Source: an optimization exercise on an open RTL-to-GDS flow (aim: small area and a short achievable clock period). Production flows keep margins and buffers that such runs may drop.
Only simulation tests tie the RTL to the original design; equivalence was not proved.
Power and IR drop assume default switching activity.

==> flow/design.v (outline; a module is shown in full before it is edited, if it fits) <==
// module dds_gain_decimator: 1223 lines
module dds_gain_decimator (
  input  logic        clock,
  input  logic        reset,
  input  logic        io_en,
  input  logic [31:0] io_in_value,
  input  logic [15:0] io_gain,
  input  logic [7:0]  io_decim,
  output logic        io_out_valid,
  output logic [31:0] io_out_bits,
  input  logic        io_out_ready,
  output logic [3:0]  io_level,
  output logic [15:0] io_overflow_cnt
);
  // ...
==> flow/run.sh <==
#!/bin/bash
# synth_recipe.tcl (not shown) runs the flow's synth.tcl, then flattens the netlist and writes it again
# the make line also repeats each setting of config.mk as NAME=value (left out here)
make -C /OpenROAD-flow-scripts/flow DESIGN_CONFIG=/design/flow/config.mk WORK_HOME=/design/flow/orfs CLKGATE_MAP_FILE= SYNTH_SCRIPT=/design/flow/synth_recipe.tcl finish
==> flow/config.mk <==
export PLATFORM = sky130hd
export DESIGN_NAME = dds_gain_decimator
export DESIGN_NICKNAME = dds_gain_decimator
export VERILOG_FILES = /design/flow/design.v
export SDC_FILE = /design/flow/constraint.sdc
export NUM_CORES = 4
export LEC_CHECK = 0
export CAP_MARGIN = 20
export CORE_MARGIN = 2
export CORE_UTILIZATION = 65
export CTS_CLUSTER_DIAMETER = 100
export CTS_CLUSTER_SIZE = 30
export SETUP_SLACK_MARGIN = 5.0
export SLEW_MARGIN = 20
==> flow/constraint.sdc <==
create_clock -name core_clock -period 8.0 [get_ports {clock}]
set_input_delay 1.6000 -clock core_clock [delete_from_list [all_inputs] [get_ports {clock}]]
set_output_delay 1.6000 -clock core_clock [all_outputs]
set_load 0.01 [all_outputs]
==> results.ini, run 1 <==
[run_status]
status = finished clean

[logic_synthesis]
yosys.area_share.simple_pct = 4.66
synth_edf_count = 256
ys_seq_area_share_pct = 41.8
synthFlopType = edfxtp_1
synthAdderAreaFrac_pct = 11.1
synth_xor_xnor_area_share_pct = 22.7

[timing]
max_freq_mhz = 329
rsz0062_at_grt = true
setup_viol = 0
final.setup_skew_ns = 0.0252

[global_route]
grt_antenna_before_repair = 0
grt_max_degree = 48

[routing]
drtAntennaViolNets = 0
route.met3.wl_mm = 4.73
wire_per_inst_um = 22.6
dr.pass1.iters = 8
wl_met1_mm = 27.5
drt_iter0_drc = 1860

[cts]
ctsResizeCount = 92

[critical_path]
r2r_cells = 12
slowest_stage = bufbuf_16
crit_chain = clkdlybuf4s50_1, buf_4, nand2b_4, nor2_2, o21a_4, bufbuf_16
cp_max_fo = 46
path_depth = 6
required_ns = 8.25

[placed_design]
postPlaceCellArea_um2 = 28300
pre_cts_slack_ns = 2.97

[power]
p_switching_mw = 4.41
p_total_mw = 10.7

[floorplan]
die_area_um2 = 43700
core_um2 = 41700

[cells_and_area]
seq_cells = 432
finalNonFillerCells = 3020
mostFrequentLayoutCell = xnor2_1
multi_input_area_um2 = 14900

[min_path]
min_to = mem[6][23]

==> run 2: changes to the inputs <==
--- a/flow/design.v
+++ b/flow/design.v
@@ -1179,17 +1179,17 @@
   assign empty = !valid;
   logic ready;
   assign ready = io_out_ready;
   logic [3:0] lvl_r, lvl_n, level_nx;
   assign lvl_r = level + {3'd0, dec_valid} - {3'd0, !empty};
   assign lvl_n = level + {3'd0, dec_valid && !full};
   assign level_nx = ready ? lvl_r : lvl_n;
   logic m_push;
-  assign m_push = dec_valid && (ready ? !le1 : (!empty && !full));
+  assign m_push = (dec_valid && ready) || (dec_valid && !full);
   logic [31:0] h_nx;
   always_comb begin
     for (int i = 0; i < 32; i++) begin
       logic x1, x0;
       x1 = dec_c[i] ? (le1   ? !dec_p[i] : m_rd[i]) : (le1   ? dec_p[i] : m_rd[i]);
       x0 = dec_c[i] ? (empty ? !dec_p[i] : h_q[i])  : (empty ? dec_p[i] : h_q[i]);
       h_nx[i] = ready ? x1 : x0;
     end
@@ -1205,19 +1205,19 @@
     if (!reset) begin
       level <= '0;
       valid <= 1'b0;
       le1   <= 1'b1;
       full  <= 1'b0;
       io_overflow_cnt <= '0;
     end else begin
       level <= level_nx;
-      valid <= (level_nx != 4'd0);
-      le1   <= (level_nx <= 4'd1);
-      full  <= (level_nx == 4'd8);
+      valid <= ready ? (lvl_r != 4'd0) : (lvl_n != 4'd0);
+      le1   <= ready ? (lvl_r <= 4'd1) : (lvl_n <= 4'd1);
+      full  <= ready ? (lvl_r == 4'd8) : (lvl_n == 4'd8);
       if (dec_valid && full && !ready && io_overflow_cnt != 16'hFFFF)
         io_overflow_cnt <= io_overflow_cnt + 16'd1;
     end
   end
   assign io_out_valid = valid;
   assign io_out_bits  = h_q;
   assign io_level     = level;
 endmodule
==> run 2 against run 1 <==
Clock skew increased by 0.0022 ns. Combinational power about the same. Critical path depth increased by 5. Via count down 0.68%. Area after synthesis rose by 0.12%. Highest routed layer unchanged.
==> results.ini, run 2 <==
[critical_path]
crit_type = reg2reg
startpoint_type = flop
required_ns = 8.29  ; +0.04 ns
reg2reg_from = c_q[18]
cp_max_fo = 4  ; -91%
r2r_cells = 11  ; -1
timing.rr.end = h_q[26]
arrival_ns = 3.32
end_kind = flop
worst-r2r-setup-slack_ns = 4.97

[cells_and_area]
largest_register = mem
mostFrequentLayoutCell = xnor2_1
antenna_cells = 0
synthToLayoutAreaGrowth_pct = 8.99
mostFrequentLayoutCells = xnor2_1, a22oi_1, edfxtp_1
largest_reg_flops = 224
fin_nets = 2611
fin_util_pct = 71.4
top_regs = mem: 224 flops, c_q: 38 flops, s_q: 38 flops
drive_gt1_share_pct = 10.1

[floorplan]
ios = 113
fp.dieH_um = 209
die_area_um2 = 43700  ; +0.12%
core_um2 = 41800  ; +0.23%
placementRows = 75
die_w_um = 209
start_util_pct = 65.5

[routing]
drt_iter0_drc = 1976  ; +6.2%
num_vias = 19100
post-route-drc-count = 0
wire_per_inst_um = 22.3  ; -1.7%
routed_wirelength_mm = 66.6
dr.pass1.iters = 7  ; -1
drtAntennaViolNets = 0  ; unchanged
viasPerCell = 6.39

[min_path]
min_to = mem[5][27]
hp-class = reg2reg
whs_path_depth = 0
hold_start = mem[4][27]

[logic_synthesis]
synth_edf_count = 256  ; unchanged
synth_area_per_cell_um2 = 11.3
syn_inst = 2425
ys_async_sr_fraction_pct = 9.49
yosysWarnings = 2
synth_top_area_share_pct = 28.1
synth_seq_cells = 432
synthDistinctLibCells = 67
yosysTopAreaCell = edfxtp_1
synthTopCellsByCount = xnor2_1, a22oi_1, edfxtp_1, nand2_1, dfxtp_1
ys_top_cells_by_area = edfxtp_1, xnor2_1, dfxtp_1
yosysMostFrequentCell = xnor2_1
synth_fp_nets = 2597
ys_seq_area_share_pct = 41.8  ; -0.052 points
synthFlopType = edfxtp_1
syn_area_um2 = 27300

[timing]
tightest_slew_ns = 1.10
setup_slack_ns = 4.97
setup_viol = 0  ; unchanged
slew_headroom_pct = 26.8
max_freq_mhz = 330  ; +0.44%
finalCritPeriodShare_pct = 37.8
period_minus_slack_ns = 3.03
drv_slew = 0
final.setup_skew_ns = 0.0274  ; +0.00221 ns
rsz0062_at_grt = true
hold_violations = 0
finalSetupTns_ns = 0

[global_route]
grt_pass1_wl_mm = 104
grtUsageTotal_pct = 29.9
overflow = 0
grt_pass1_vias = 19000
grt_max_degree = 113  ; +140%
grt_antenna_before_repair = 0  ; unchanged

[run_status]
status = finished clean

[cts]
htree_levels = 1
clkLatencyLatePin_ns = 0.56
cts_tree = yes
clockBufferDepth = 3
numClockSinks = 432
numCtsBuffers = 20
clk_pin_slew_ns = 0.11
cts-root-buf = clkbuf_16

[power]
pwr-share-seq_pct = 30.2
p_switching_mw = 4.33  ; -1.9%
switching_share_pct = 40.4
power_density_nw_per_um2 = 360
leakagePower_nw = 11.2
combinationalPowerShare_pct = 58.3
ir_drop_uv = 227
intPower_mw = 6.39
pwr-share-clk_pct = 11.5

[placed_design]
dp_hpwl_mm = 42.2
numPortBuffers = 112
pre_cts_slack_ns = 3.75  ; +0.789 ns
place_congestion = 0.834

[flow_run]
maxCapViolCount = 0

## run 2: changes by cell type in the layout (fill, tap and decap cells not counted), sizes merged, moves of 14 or more
cell | previous run | this run
or2 | 3 | 17
xnor3 | 3 | 51
xnor2 | 569 | 476
nor2 | 106 | 78
xor2 | 111 | 87
nand2 | 87 | 152
## run 2: cell families after synthesis
family	share of synthesized area (%)
xor gates and xnor gates	22.8
muxes	1.32
DFF	41.8
and+or+nand+nor	5.55
buffers and inverters	4.47
adders and majority gates	10.9
AOI/OAI and AO/OA	13.2
## run 2: layer usage
layer | vias up | track usage [%] | part of all wire [%]
li1 | 8758 | - | -
met1 | 9378 | 40.4 | 41
met2 | 827 | 50.8 | 48
met3 | 146 | 3.61 | 7.5
met4 | 0 | 8.62 | 2.8
met5 | - | 0 | 0
## run 2: how the worst max path moves through the flow
stage,start,end
after floorplan,io_out_ready,mem[0][0]
after global placement,io_out_ready,mem[5][18]
after detailed placement,io_out_ready,mem[3][18]
after CTS,s_q[14],h_q[23]
after global routing,c_q[18],h_q[26]
final,c_q[18],h_q[26]
## run 2: cell type report
class | count | area [um^2]
fillers | 3108 | 12000
clock buffers | 31 | 563
clock inverters | 5 | 90.1
multi-input cells | 1744 | 15000
well taps | 539 | 674
repair buffers | 172 | 1710
inverters | 69 | 285
flip-flops and latches | 432 | 11500
## run 2: per-stage QoR
stage	power (mW)	cells	hold WS [ns]	cell area, um^2
final	10.7	2992	0.452	29800
after global routing	11.4	2992	0.467	29800
after CTS	10.6	2986	0.455	29500
after detailed placement	9.16	2923	0.434	28500
after global placement	9.04	2923	0.428	28500
after floorplan	7.66	2425	0.425	27400
## run 2: power by group through the flow
stage	Combinational (mW)	Clock, mW	Sequential [mW]
4_1_cts	6.09	1.28	3.24
3_3_place_gp	5.77	0	3.27
3_5_place_dp	5.89	0	3.27
5_1_grt	6.80	1.33	3.27
2_1_floorplan	4.49	0	3.17
6_report	6.25	1.24	3.24
## run 2: timing repair
item | in CTS | in global routing
pin swaps | 14 | 9
resized for setup | 125 | 39
setup buffers | 25 | 5
endpoints found under the setup margin | 407 | 59
hold buffers | 0 | 0
cloned | 2 | 0
## run 2: critical path: stages (launching register included)
cell and delay (ns):
dfxtp_2 0.34, ha_4 0.25, and4_4 0.19, a21o_1 0.19, a211oi_4 0.36, a2111oi_4 0.14, or3b_4 0.41, a21o_1 0.21
fa_2 0.37, xor2_2 0.16, nor2_1 0.10, a41oi_1 0.05

-- what the ideal ports hide --
The flow's constraints put no driver on any port. The routed layouts listed below were extracted and timed again, unchanged, in two steps.
Step 1 sets driving cells, clkbuf_16 on the clock port and buf_2 on the other inputs (assumed; they add their load-dependent delay and slew).
Step 2, shift: input delay + t, output delay - t, t = (earliest + latest rising clock arrival at the registers) / 2. This alone moves slack from input paths to output paths.
Slacks: ideal / step 1 / step 2; pairs: ideal / step 1.
run	shift t [ns]	setup WS [ns]	worst setup path at the end
run 1	0.605	4.959 / 4.974 / 4.380	input to register
run 2	0.605	4.972 / 4.972 / 4.527	input to register
After both steps setup and hold are still met in every run listed. The setup slack of run 1, which loses most, moves by +0.015 ns with the drivers and by -0.579 ns with both steps.
